From an optimization exercise on the open Yosys and OpenROAD flow, aimed at small area, a short achievable clock period and few clock cycles per item; shortcuts taken in it are not production practice. Where RTL was checked, it was by simulation tests only, not by an equivalence proof against the original. Power figures rest on the tool's default switching activity, not on a simulated workload.

## run A
// alu_exec_top
module alu_exec_top (
  input  logic                           in_clk,
  input  logic                           in_rst,
  input  logic [alu_pkg::APB_ADDR_W-1:0] paddr_i,
  input  logic                           psel_i,
  input  logic                           penable_i,
  input  logic                           pwrite_i,
  input  logic [alu_pkg::XLEN-1:0]       pwdata_i,
  output logic [alu_pkg::XLEN-1:0]       prdata_o,
  output logic                           pready_o,
  output logic                           pslverr_o
);
Size in the first run: about 3300 cells after synthesis, ~83 I/O pins, ~0.049 mm² of cells after synthesis.
==> module alu_regfile, before the edit <==
module alu_regfile (
  input  logic                           in_clk,
  input  logic                           in_rst,
  input  logic [alu_pkg::REG_ADDR_W-1:0] raddr_i,
  input  logic                           we_i,
  input  logic [alu_pkg::REG_ADDR_W-1:0] waddr_i,
  input  logic [alu_pkg::XLEN-1:0]       wdata_i,
  output logic [alu_pkg::XLEN-1:0]       rdata_o
);
  localparam int N = alu_pkg::NUM_REGS;
  localparam int W = alu_pkg::XLEN;
  logic [W-1:0] regs [1:N-1];
  logic [N-1:1] valid;
  logic [N-1:1] wsel;
  logic [N-1:1] rsel;
  logic         fwd;
  for (genvar i = 1; i < N; i++) begin : g_word
    assign wsel[i] = we_i && (waddr_i == i);
    assign rsel[i] = (raddr_i == i) && valid[i] && !wsel[i];
    always_ff @(posedge in_clk or negedge in_rst) begin
      if (!in_rst) begin
        valid[i] <= 1'b0;
      end else if (wsel[i]) begin
        valid[i] <= 1'b1;
      end
    end
    always_ff @(posedge in_clk) begin
      if (wsel[i]) begin
        regs[i] <= wdata_i;
      end
    end
  end
  assign fwd = we_i && (raddr_i == waddr_i) && (raddr_i != '0);
  always_comb begin
    rdata_o = {W{fwd}} & wdata_i;
    for (int i = 1; i < N; i++) begin
      rdata_o = rdata_o | ({W{rsel[i]}} & regs[i]);
    end
  end
endmodule
==> module alu_apb_slave, before the edit <==
module alu_apb_slave (
  input  logic                            in_clk,
  input  logic                            in_rst,
  input  logic [alu_pkg::APB_ADDR_W-1:0]  paddr_i,
  input  logic                            psel_i,
  input  logic                            penable_i,
  input  logic                            pwrite_i,
  input  logic [alu_pkg::XLEN-1:0]        pwdata_i,
  input  logic [alu_pkg::CTL_W-1:0]       ctl_i,
  input  logic                            use_imm_i,
  input  logic                            lui_i,
  input  logic                            illegal_i,
  output logic                            pready_o,
  output logic                            pslverr_o,
  output logic                            access_o,
  output logic [alu_pkg::REG_ADDR_W-1:0]  raddr_s_o,
  output logic [alu_pkg::REG_ADDR_W-1:0]  rs2_o,
  output logic [alu_pkg::REG_ADDR_W-1:0]  wreg_o,
  output logic                            bus_wr_o,
  output logic                            alu_go_o,
  output logic [alu_pkg::CTL_W-1:0]       ctl_o,
  output logic                            use_imm_o,
  output logic                            lui_o
);
  logic instr_hit;
  logic reg_hit;
  logic instr_ok;
  logic access_q;
  logic err_q;
  logic buswr_q;
  logic instr_q;
  assign instr_hit = (paddr_i == alu_pkg::ADDR_INSTR);
  assign reg_hit   = (paddr_i[alu_pkg::APB_ADDR_W-1:7] == 5'b00001) && (paddr_i[1:0] == 2'b00);
  assign instr_ok  = instr_hit & pwrite_i & ~illegal_i;
  assign raddr_s_o = paddr_i[7] ? paddr_i[6:2] : pwdata_i[19:15];
  always_ff @(posedge in_clk or negedge in_rst) begin
    if (!in_rst) begin
      access_q <= 1'b0;
      alu_go_o <= 1'b0;
    end else begin
      access_q <= psel_i & ~penable_i;
      alu_go_o <= access_q & instr_q;
    end
  end
  always_ff @(posedge in_clk) begin
    err_q     <= ~(instr_ok | reg_hit);
    buswr_q   <= reg_hit & pwrite_i;
    instr_q   <= instr_ok & (pwdata_i[11:7] != '0);
    wreg_o    <= paddr_i[7] ? paddr_i[6:2] : pwdata_i[11:7];
    rs2_o     <= pwdata_i[24:20];
    ctl_o     <= ctl_i;
    use_imm_o <= use_imm_i;
    lui_o     <= lui_i;
  end
  assign access_o  = access_q;
  assign pready_o  = access_q;
  assign pslverr_o = err_q;
  assign bus_wr_o  = access_q & buswr_q;
endmodule
==> module alu_exec_top, before the edit <==
module alu_exec_top (
  input  logic                           in_clk,
  input  logic                           in_rst,
  input  logic [alu_pkg::APB_ADDR_W-1:0] paddr_i,
  input  logic                           psel_i,
  input  logic                           penable_i,
  input  logic                           pwrite_i,
  input  logic [alu_pkg::XLEN-1:0]       pwdata_i,
  output logic [alu_pkg::XLEN-1:0]       prdata_o,
  output logic                           pready_o,
  output logic                           pslverr_o
);
  localparam int W = alu_pkg::XLEN;
  logic [alu_pkg::CTL_W-1:0]      dec_ctl;
  logic                           dec_use_imm;
  logic                           dec_lui;
  logic                           dec_illegal;
  logic [alu_pkg::CTL_W-1:0]      ctl;
  logic                           use_imm;
  logic                           lui;
  logic                           access;
  logic [alu_pkg::REG_ADDR_W-1:0] raddr_s;
  logic [alu_pkg::REG_ADDR_W-1:0] rs2;
  logic [alu_pkg::REG_ADDR_W-1:0] wreg;
  logic [alu_pkg::REG_ADDR_W-1:0] raddr;
  logic                           bus_wr;
  logic                           alu_go;
  logic [W-1:0]                   port;
  logic [W-1:0]                   imm;
  logic [W-1:0]                   opa_q;
  logic                           byp_q;
  logic [W-1:0]                   opa;
  logic [W-1:0]                   opb_q;
  logic [W-1:0]                   result;
  logic                           wb_pend_q;
  logic [alu_pkg::REG_ADDR_W-1:0] wb_addr_q;
  logic [W-1:0]                   wb_data_q;
  alu_decoder u_decoder (
    .instr_i   (pwdata_i),
    .ctl_o     (dec_ctl),
    .use_imm_o (dec_use_imm),
    .lui_o     (dec_lui),
    .illegal_o (dec_illegal)
  );
  alu_apb_slave u_apb_slave (
    .in_clk    (in_clk),
    .in_rst    (in_rst),
    .paddr_i   (paddr_i),
    .psel_i    (psel_i),
    .penable_i (penable_i),
    .pwrite_i  (pwrite_i),
    .pwdata_i  (pwdata_i),
    .ctl_i     (dec_ctl),
    .use_imm_i (dec_use_imm),
    .lui_i     (dec_lui),
    .illegal_i (dec_illegal),
    .pready_o  (pready_o),
    .pslverr_o (pslverr_o),
    .access_o  (access),
    .raddr_s_o (raddr_s),
    .rs2_o     (rs2),
    .wreg_o    (wreg),
    .bus_wr_o  (bus_wr),
    .alu_go_o  (alu_go),
    .ctl_o     (ctl),
    .use_imm_o (use_imm),
    .lui_o     (lui)
  );
  assign raddr = access ? rs2 : raddr_s;
  alu_regfile u_regfile (
    .in_clk  (in_clk),
    .in_rst  (in_rst),
    .raddr_i (raddr),
    .we_i    (wb_pend_q),
    .waddr_i (wb_addr_q),
    .wdata_i (wb_data_q),
    .rdata_o (port)
  );
  assign imm = lui ? {pwdata_i[31:12], 12'b0} : {{(W-12){pwdata_i[31]}}, pwdata_i[31:20]};
  assign opa = byp_q ? wb_data_q : opa_q;
  always_ff @(posedge in_clk) begin
    byp_q <= alu_go && (raddr == wreg);
    opa_q <= access ? opa : port;
    opb_q <= use_imm ? imm : port;
  end
  assign prdata_o = opa;
  alu_execute u_execute (
    .ctl_i    (ctl),
    .opa_i    (opa_q),
    .opb_i    (opb_q),
    .result_o (result)
  );
  always_ff @(posedge in_clk or negedge in_rst) begin
    if (!in_rst) begin
      wb_pend_q <= 1'b0;
    end else begin
      wb_pend_q <= alu_go | bus_wr;
    end
  end
  always_ff @(posedge in_clk) begin
    wb_addr_q <= wreg;
    wb_data_q <= alu_go ? result : pwdata_i;
  end
endmodule
==> flow/config.mk <==
export PLATFORM = sky130hd
export DESIGN_NAME = alu_exec_top
export DESIGN_NICKNAME = alu_exec_top
export VERILOG_FILES = /design/flow/design.v
export SDC_FILE = /design/flow/constraint.sdc
export NUM_CORES = 4
export LEC_CHECK = 0
export CAP_MARGIN = 20
export CELL_PAD_IN_SITES_DETAIL_PLACEMENT = 1
export CELL_PAD_IN_SITES_GLOBAL_PLACEMENT = 2
export CORE_MARGIN = 2
export CORE_UTILIZATION = 47
export CTS_BUF_LIST = sky130_fd_sc_hd__clkbuf_8
export CTS_CLUSTER_DIAMETER = 50
export CTS_CLUSTER_SIZE = 16
export PLACE_DENSITY = 0.65
export SETUP_SLACK_MARGIN = 4
export SLEW_MARGIN = 20
==> flow/constraint.sdc <==
create_clock -name core_clock -period 8.0 [get_ports {in_clk}]
set_input_delay 1.6000 -clock core_clock [delete_from_list [all_inputs] [get_ports {in_clk}]]
set_output_delay 1.6000 -clock core_clock [all_outputs]
set_load 0.01 [all_outputs]
standard.sh (not shown) runs the stock make flow with config.mk's settings and CLKGATE_MAP_FILE= SYNTH_SCRIPT=/design/flow/synth_recipe.tcl, a recipe that flattens the netlist after the stock synthesis.
==> flow/flow/run.sh <==
#!/bin/bash
# The standard layout with extra ORFS settings on make's command line
set -euo pipefail
bash standard.sh 'BUFFER_PORTS_ARGS=-buffer_cell sky130_fd_sc_hd__buf_4' finish > make_finish.log 2>&1
Run A closes out successfully: all stages finished, all timing, DRC and antenna checks passed.
Testbench counts of run A, summed over its fixed seeds: cycles 49,008, transfers 24,504.
> inputs changed (run A -> run B)
-- flow/design.v --
<<< run A, line 36
  input  logic                           in_clk,
  input  logic                           in_rst,
  input  logic [alu_pkg::REG_ADDR_W-1:0] raddr_i,
  input  logic                           we_i,
  input  logic [alu_pkg::REG_ADDR_W-1:0] waddr_i,
>>> run B, line 36
  input  logic                           in_clk,
  input  logic                           in_rst,
  input  logic [alu_pkg::NUM_REGS-1:1]   rsel_i,
  input  logic                           we_i,
  input  logic [alu_pkg::REG_ADDR_W-1:0] waddr_i,
<<< run A, line 51
  for (genvar i = 1; i < N; i++) begin : g_word
    assign wsel[i] = we_i && (waddr_i == i);
    assign rsel[i] = (raddr_i == i) && valid[i] && !wsel[i];
    always_ff @(posedge in_clk or negedge in_rst) begin
      if (!in_rst) begin
>>> run B, line 51
  for (genvar i = 1; i < N; i++) begin : g_word
    assign wsel[i] = we_i && (waddr_i == i);
    assign rsel[i] = rsel_i[i] && valid[i] && !wsel[i];
    always_ff @(posedge in_clk or negedge in_rst) begin
      if (!in_rst) begin
<<< run A, line 65
    end
  end
  assign fwd = we_i && (raddr_i == waddr_i) && (raddr_i != '0);
  always_comb begin
    rdata_o = {W{fwd}} & wdata_i;
>>> run B, line 65
    end
  end
  assign fwd = |(rsel_i & wsel);
  always_comb begin
    rdata_o = {W{fwd}} & wdata_i;
<<< run A, line 197
  output logic                            pslverr_o,
  output logic                            access_o,
  output logic [alu_pkg::REG_ADDR_W-1:0]  raddr_s_o,
  output logic [alu_pkg::REG_ADDR_W-1:0]  rs2_o,
  output logic [alu_pkg::REG_ADDR_W-1:0]  wreg_o,
>>> run B, line 197
  output logic                            pslverr_o,
  output logic                            access_o,
  output logic [alu_pkg::REG_ADDR_W-1:0]  rs2_o,
  output logic [alu_pkg::REG_ADDR_W-1:0]  wreg_o,
<<< run A, line 216
  assign reg_hit   = (paddr_i[alu_pkg::APB_ADDR_W-1:7] == 5'b00001) && (paddr_i[1:0] == 2'b00);
  assign instr_ok  = instr_hit & pwrite_i & ~illegal_i;
  assign raddr_s_o = paddr_i[7] ? paddr_i[6:2] : pwdata_i[19:15];
  always_ff @(posedge in_clk or negedge in_rst) begin
    if (!in_rst) begin
>>> run B, line 215
  assign reg_hit   = (paddr_i[alu_pkg::APB_ADDR_W-1:7] == 5'b00001) && (paddr_i[1:0] == 2'b00);
  assign instr_ok  = instr_hit & pwrite_i & ~illegal_i;
  always_ff @(posedge in_clk or negedge in_rst) begin
    if (!in_rst) begin
<<< run A, line 254
  output logic                           pslverr_o
);
  localparam int W = alu_pkg::XLEN;
  logic [alu_pkg::CTL_W-1:0]      dec_ctl;
>>> run B, line 252
  output logic                           pslverr_o
);
  localparam int N = alu_pkg::NUM_REGS;
  localparam int W = alu_pkg::XLEN;
  logic [alu_pkg::CTL_W-1:0]      dec_ctl;
<<< run A, line 263
  logic                           lui;
  logic                           access;
  logic [alu_pkg::REG_ADDR_W-1:0] raddr_s;
  logic [alu_pkg::REG_ADDR_W-1:0] rs2;
  logic [alu_pkg::REG_ADDR_W-1:0] wreg;
  logic [alu_pkg::REG_ADDR_W-1:0] raddr;
  logic                           bus_wr;
  logic                           alu_go;
>>> run B, line 262
  logic                           lui;
  logic                           access;
  logic [alu_pkg::REG_ADDR_W-1:0] rs2;
  logic [alu_pkg::REG_ADDR_W-1:0] wreg;
  logic [N-1:1]                   rsel;
  logic [N-1:1]                   wrsel;
  logic                           bus_wr;
  logic                           alu_go;
<<< run A, line 301
    .pslverr_o (pslverr_o),
    .access_o  (access),
    .raddr_s_o (raddr_s),
    .rs2_o     (rs2),
    .wreg_o    (wreg),
>>> run B, line 300
    .pslverr_o (pslverr_o),
    .access_o  (access),
    .rs2_o     (rs2),
    .wreg_o    (wreg),
<<< run A, line 310
    .lui_o     (lui)
  );
  assign raddr = access ? rs2 : raddr_s;
  alu_regfile u_regfile (
    .in_clk  (in_clk),
    .in_rst  (in_rst),
    .raddr_i (raddr),
    .we_i    (wb_pend_q),
    .waddr_i (wb_addr_q),
>>> run B, line 308
    .lui_o     (lui)
  );
  for (genvar i = 1; i < N; i++) begin : g_rsel
    assign rsel[i] = access     ? (rs2 == i)
                   : paddr_i[7] ? (paddr_i[6:2] == i)
                   :              (pwdata_i[19:15] == i);
    assign wrsel[i] = (wreg == i);
  end
  alu_regfile u_regfile (
    .in_clk  (in_clk),
    .in_rst  (in_rst),
    .rsel_i  (rsel),
    .we_i    (wb_pend_q),
    .waddr_i (wb_addr_q),
<<< run A, line 323
  assign opa = byp_q ? wb_data_q : opa_q;
  always_ff @(posedge in_clk) begin
    byp_q <= alu_go && (raddr == wreg);
    opa_q <= access ? opa : port;
    opb_q <= use_imm ? imm : port;
>>> run B, line 326
  assign opa = byp_q ? wb_data_q : opa_q;
  always_ff @(posedge in_clk) begin
    if (!access) begin
      byp_q <= alu_go && |(rsel & wrsel);
    end
    opa_q <= access ? opa : port;
    opb_q <= use_imm ? imm : port;
<<< run A, line 342
  end
  always_ff @(posedge in_clk) begin
    wb_addr_q <= wreg;
    wb_data_q <= alu_go ? result : pwdata_i;
  end
endmodule
>>> run B, line 347
  end
  always_ff @(posedge in_clk) begin
    if (alu_go || bus_wr) begin
      wb_addr_q <= wreg;
      wb_data_q <= alu_go ? result : pwdata_i;
    end
  end
endmodule
==> comparison <==
Run B closes out successfully: all stages finished, all timing, DRC and antenna checks passed. Run B ends up with a peak clock frequency supported by timing that is 2.9% higher than in run A. Between run B and run A, the number of combinational gates with multiple inputs is higher for run B. Run A has lower wire length on met3 than run B. Post-route non-filler standard cell count, run B and run A: higher on run B. On part of the power in combinational logic, the lower figure sits with run A, not run B. Clock share of power came out lower on run B than on run A. Run A → run B: peak per-stage delay on the critical path went up; total routed wirelength went up by 6.9%.
The RTL of run B was laid out without a check of its function.

re-timing with driven ports:
The results above use ideal ports. As a check the final layouts listed here were re-extracted and re-timed, cells and wires unchanged. Step 1 sets driving cells, clkbuf_16 on the clock port and buf_2 on the other inputs (assumed; they add their load-dependent delay and slew). Step 2 moves the port delays by t, midway between the first and last clock arrival at a register: inputs arrive t later, outputs are due t later. That takes back most of the time a late clock gives input paths. a / b / c = ideal / step 1 / step 2; a / b = the first two.
run	t, ns	setup WS [ns]	hold slack, ns	worst setup path at the end	pins driven straight from the clock port
run A	0.897	3.842 / 3.872 / 2.976	0.381 / 0.381 / 0.381	input to register	1
run B	0.910	3.960 / 3.942 / 3.032	0.445 / 0.445 / 0.445	input to register	1
After both steps every run listed still meets setup and hold. The setup slack of run B, which loses most, moves by -0.018 ns with the drivers and by -0.928 ns with both steps.
